This is an optimization exercise on Yosys and OpenROAD, whose aim is small area, not a production implementation.
RTL that was checked went through simulation tests only; none was proved equivalent to the original.
Power is estimated from default activity; no workload was simulated.

Setup of the reference run:
==> module lbp_hist_bank, before the edit <==
module lbp_hist_bank #(
  parameter int CNT_W = lbp_hist_pkg::CNT_W,
  parameter int NBINS = lbp_hist_pkg::NBINS
) (
  input  logic             clk,
  input  logic             i_rst,
  input  logic             i_clr,
  input  logic             i_inc,
  input  logic [7:0]       i_inc_idx,
  input  logic [7:0]       i_rd_idx,
  output logic [CNT_W-1:0] o_rd_data
);
  localparam logic [CNT_W-1:0] MAXV = '1;
  logic [CNT_W-1:0] r_bins [NBINS];
  always_ff @(posedge clk) begin
    if (i_rst || i_clr) begin
      for (int k = 0; k < NBINS; k++) begin
        r_bins[k] <= '0;
      end
    end else if (i_inc && (r_bins[i_inc_idx] != MAXV)) begin
      r_bins[i_inc_idx] <= r_bins[i_inc_idx] + CNT_W'(1);
    end
  end
  assign o_rd_data = r_bins[i_rd_idx];
endmodule
==> module lbp_hist, before the edit <==
module lbp_hist #(
  parameter int IMG_W = lbp_hist_pkg::IMG_W,
  parameter int CNT_W = lbp_hist_pkg::CNT_W
) (
  input  logic             clk,
  input  logic             reset,
  input  logic             lbp_valid,
  input  logic [13:0]      lbp_addr,
  input  logic [7:0]       lbp_data,
  input  logic             finish,
  input  logic             hist_ready,
  input  logic             hist_clear,
  output logic             hist_valid,
  output logic [7:0]       hist_addr,
  output logic [CNT_W-1:0] hist_data,
  output logic [CNT_W-1:0] sample_cnt,
  output logic             hist_done,
  output logic             late_err
);
  localparam logic [CNT_W-1:0] MAXV = '1;
  localparam logic [13:0] LAST_RC = 14'(IMG_W - 2);
  lbp_hist_pkg::state_t           r_state;
  lbp_hist_pkg::state_t           w_next;
  logic [7:0]       r_idx;
  logic [CNT_W-1:0] r_cnt;
  logic             r_late;
  logic [13:0]      w_row;
  logic [13:0]      w_col;
  logic             w_inner;
  logic             w_accept;
  logic             w_drain;
  logic             w_take;
  logic             w_clr;
  logic [CNT_W-1:0] w_rd;
  assign w_row   = lbp_addr / 14'(IMG_W);
  assign w_col   = lbp_addr % 14'(IMG_W);
  assign w_inner = (w_row >= 14'd1) && (w_row <= LAST_RC)
                && (w_col >= 14'd1) && (w_col <= LAST_RC);
  assign w_accept = (r_state == lbp_hist_pkg::ACCUM) && lbp_valid && w_inner;
  assign w_drain  = (r_state == lbp_hist_pkg::DRAIN);
  assign w_take   = w_drain && hist_ready;
  assign w_clr    = (r_state == lbp_hist_pkg::DONE) && hist_clear;
  lbp_hist_bank #(
    .CNT_W (CNT_W),
    .NBINS (lbp_hist_pkg::NBINS)
  ) u_bank (
    .clk       (clk),
    .i_rst     (reset),
    .i_clr     (w_clr),
    .i_inc     (w_accept),
    .i_inc_idx (lbp_data),
    .i_rd_idx  (r_idx),
    .o_rd_data (w_rd)
  );
  always_ff @(posedge clk) begin
    if (reset) begin
      r_state <= lbp_hist_pkg::ACCUM;
    end else begin
      r_state <= w_next;
    end
  end
  always_comb begin
    w_next = r_state;
    case (r_state)
      lbp_hist_pkg::ACCUM: if (finish) w_next = lbp_hist_pkg::DRAIN;
      lbp_hist_pkg::DRAIN: if (w_take && (r_idx == 8'hFF)) w_next = lbp_hist_pkg::DONE;
      lbp_hist_pkg::DONE:  if (hist_clear) w_next = lbp_hist_pkg::ACCUM;
      default: w_next = lbp_hist_pkg::ACCUM;
    endcase
  end
  always_ff @(posedge clk) begin
    if (reset || w_clr) begin
      r_idx <= '0;
    end else if (w_take) begin
      r_idx <= r_idx + 8'd1;
    end
  end
  always_ff @(posedge clk) begin
    if (reset || w_clr) begin
      r_cnt <= '0;
    end else if (w_accept && (r_cnt != MAXV)) begin
      r_cnt <= r_cnt + CNT_W'(1);
    end
  end
  always_ff @(posedge clk) begin
    if (reset || w_clr) begin
      r_late <= 1'b0;
    end else if (lbp_valid && (r_state != lbp_hist_pkg::ACCUM)) begin
      r_late <= 1'b1;
    end
  end
  assign hist_valid = w_drain;
  assign hist_addr  = w_drain ? r_idx : 8'd0;
  assign hist_data  = w_drain ? w_rd : '0;
  assign hist_done  = (r_state == lbp_hist_pkg::DONE);
  assign sample_cnt = r_cnt;
  assign late_err   = r_late;
endmodule
Settings: LEC_CHECK=0, CAP_MARGIN=20, CORE_MARGIN=2, CORE_UTILIZATION=25, PLACE_DENSITY=0.45, SLEW_MARGIN=20; clock period 10.0 ns.
run.sh (not shown) runs the stock make flow with config.mk's settings and CLKGATE_MAP_FILE= SYNTH_SCRIPT=/design/flow/synth_recipe.tcl, a recipe that flattens the netlist after the stock synthesis.
## Diff of input files: the trial run against the reference run
diff --git a/flow/design.v b/flow/design.v
--- a/flow/design.v
+++ b/flow/design.v
@@ -13,29 +13,40 @@
 module lbp_hist_bank #(
   parameter int CNT_W = lbp_hist_pkg::CNT_W,
   parameter int NBINS = lbp_hist_pkg::NBINS
 ) (
   input  logic             clk,
-  input  logic             i_rst,
-  input  logic             i_clr,
-  input  logic             i_inc,
-  input  logic [7:0]       i_inc_idx,
-  input  logic [7:0]       i_rd_idx,
+  input  logic             i_clr,      
+  input  logic             i_inc,      
+  input  logic [7:0]       i_idx,      
   output logic [CNT_W-1:0] o_rd_data
 );
   localparam logic [CNT_W-1:0] MAXV = '1;
   logic [CNT_W-1:0] r_bins [NBINS];
-  always_ff @(posedge clk) begin
-    if (i_rst || i_clr) begin
-      for (int k = 0; k < NBINS; k++) begin
-        r_bins[k] <= '0;
-      end
-    end else if (i_inc && (r_bins[i_inc_idx] != MAXV)) begin
-      r_bins[i_inc_idx] <= r_bins[i_inc_idx] + CNT_W'(1);
+  logic [NBINS-1:0] w_sel;
+  logic [CNT_W-1:0] w_rd;
+  logic [CNT_W-1:0] w_wr;
+  always_comb begin
+    for (int k = 0; k < NBINS; k++) begin
+      w_sel[k] = (i_idx == 8'(k));
     end
   end
-  assign o_rd_data = r_bins[i_rd_idx];
+  always_comb begin
+    w_rd = '0;
+    for (int k = 0; k < NBINS; k++) begin
+      w_rd = w_rd | (r_bins[k] & {CNT_W{w_sel[k]}});
+    end
+  end
+  assign w_wr = i_clr ? '0 : ((w_rd == MAXV) ? MAXV : w_rd + CNT_W'(1));
+  for (genvar k = 0; k < NBINS; k++) begin : g_bin
+    always_ff @(posedge clk) begin
+      if (i_clr || (i_inc && w_sel[k])) begin
+        r_bins[k] <= w_wr;
+      end
+    end
+  end
+  assign o_rd_data = w_rd;
 endmodule
 module lbp_hist #(
   parameter int IMG_W = lbp_hist_pkg::IMG_W,
   parameter int CNT_W = lbp_hist_pkg::CNT_W
 ) (
@@ -80,15 +91,13 @@
   lbp_hist_bank #(
     .CNT_W (CNT_W),
     .NBINS (lbp_hist_pkg::NBINS)
   ) u_bank (
     .clk       (clk),
-    .i_rst     (reset),
-    .i_clr     (w_clr),
+    .i_clr     (reset || w_clr),
     .i_inc     (w_accept),
-    .i_inc_idx (lbp_data),
-    .i_rd_idx  (r_idx),
+    .i_idx     (w_drain ? r_idx : lbp_data),
     .o_rd_data (w_rd)
   );
   always_ff @(posedge clk) begin
     if (reset) begin
       r_state <= lbp_hist_pkg::ACCUM;
### Flow results
In the trial run the implementation completed, yet the final layout does not meet the checks, the culprit being negative setup slack.
~same clock latency at the later pin of the worst-skew pair in the trial run and the reference run
When the final numbers for the trial run and the reference run were put side by side, the worst hold slack turned out to be greater in the trial run.
Power share of the clock group, the trial run and the reference run: higher on the reference run
Looking at total routed wirelength, the trial run sits 110000 um above the reference run.
Switching part of the total power: the trial run vs the reference run up 1.4 points
Per the comparison of the trial run with the reference run, worst-case vdd ir drop grew by 2.7%, global-route usage over all layers now larger, global-route wire length before repair climbed 1.1%.
Between the trial run and the reference run, the via count is lower for the trial run.
Going from the reference run to the trial run, adder and majority cell fraction of the synthesized area closely matched the old numbers; mux contribution to synthesized area now sits lower; routed metal-1 wirelength climbed about 1.4%.
The RTL of the reference run was laid out without a check of its function.

[re-timing with driven ports]
How much do the figures lean on ideal ports? The routed layouts below were timed once more, with nothing changed but the port constraints. Step 1: set_driving_cell puts a clkbuf_16 on clk and a buf_2 on each other input, an assumption about the parent block. Step 2 moves the port delays by t, midway between the first and last clock arrival at a register: inputs arrive t later, outputs are due t later. That takes back most of the time a late clock gives input paths. Slacks: ideal / step 1 / step 2; pairs: ideal / step 1.
run	shift t [ns]	setup slack, ns	clock arrival spread, ns
the reference run	1.210	1.563 / 1.425 / 0.546	0.082 / 0.082
the trial run	1.172	-0.281 / -0.318 / -0.318	0.108 / 0.108
For the reference run, which loses most, drivers alone change the setup slack by -0.138 ns; drivers and shift together by -1.017 ns.
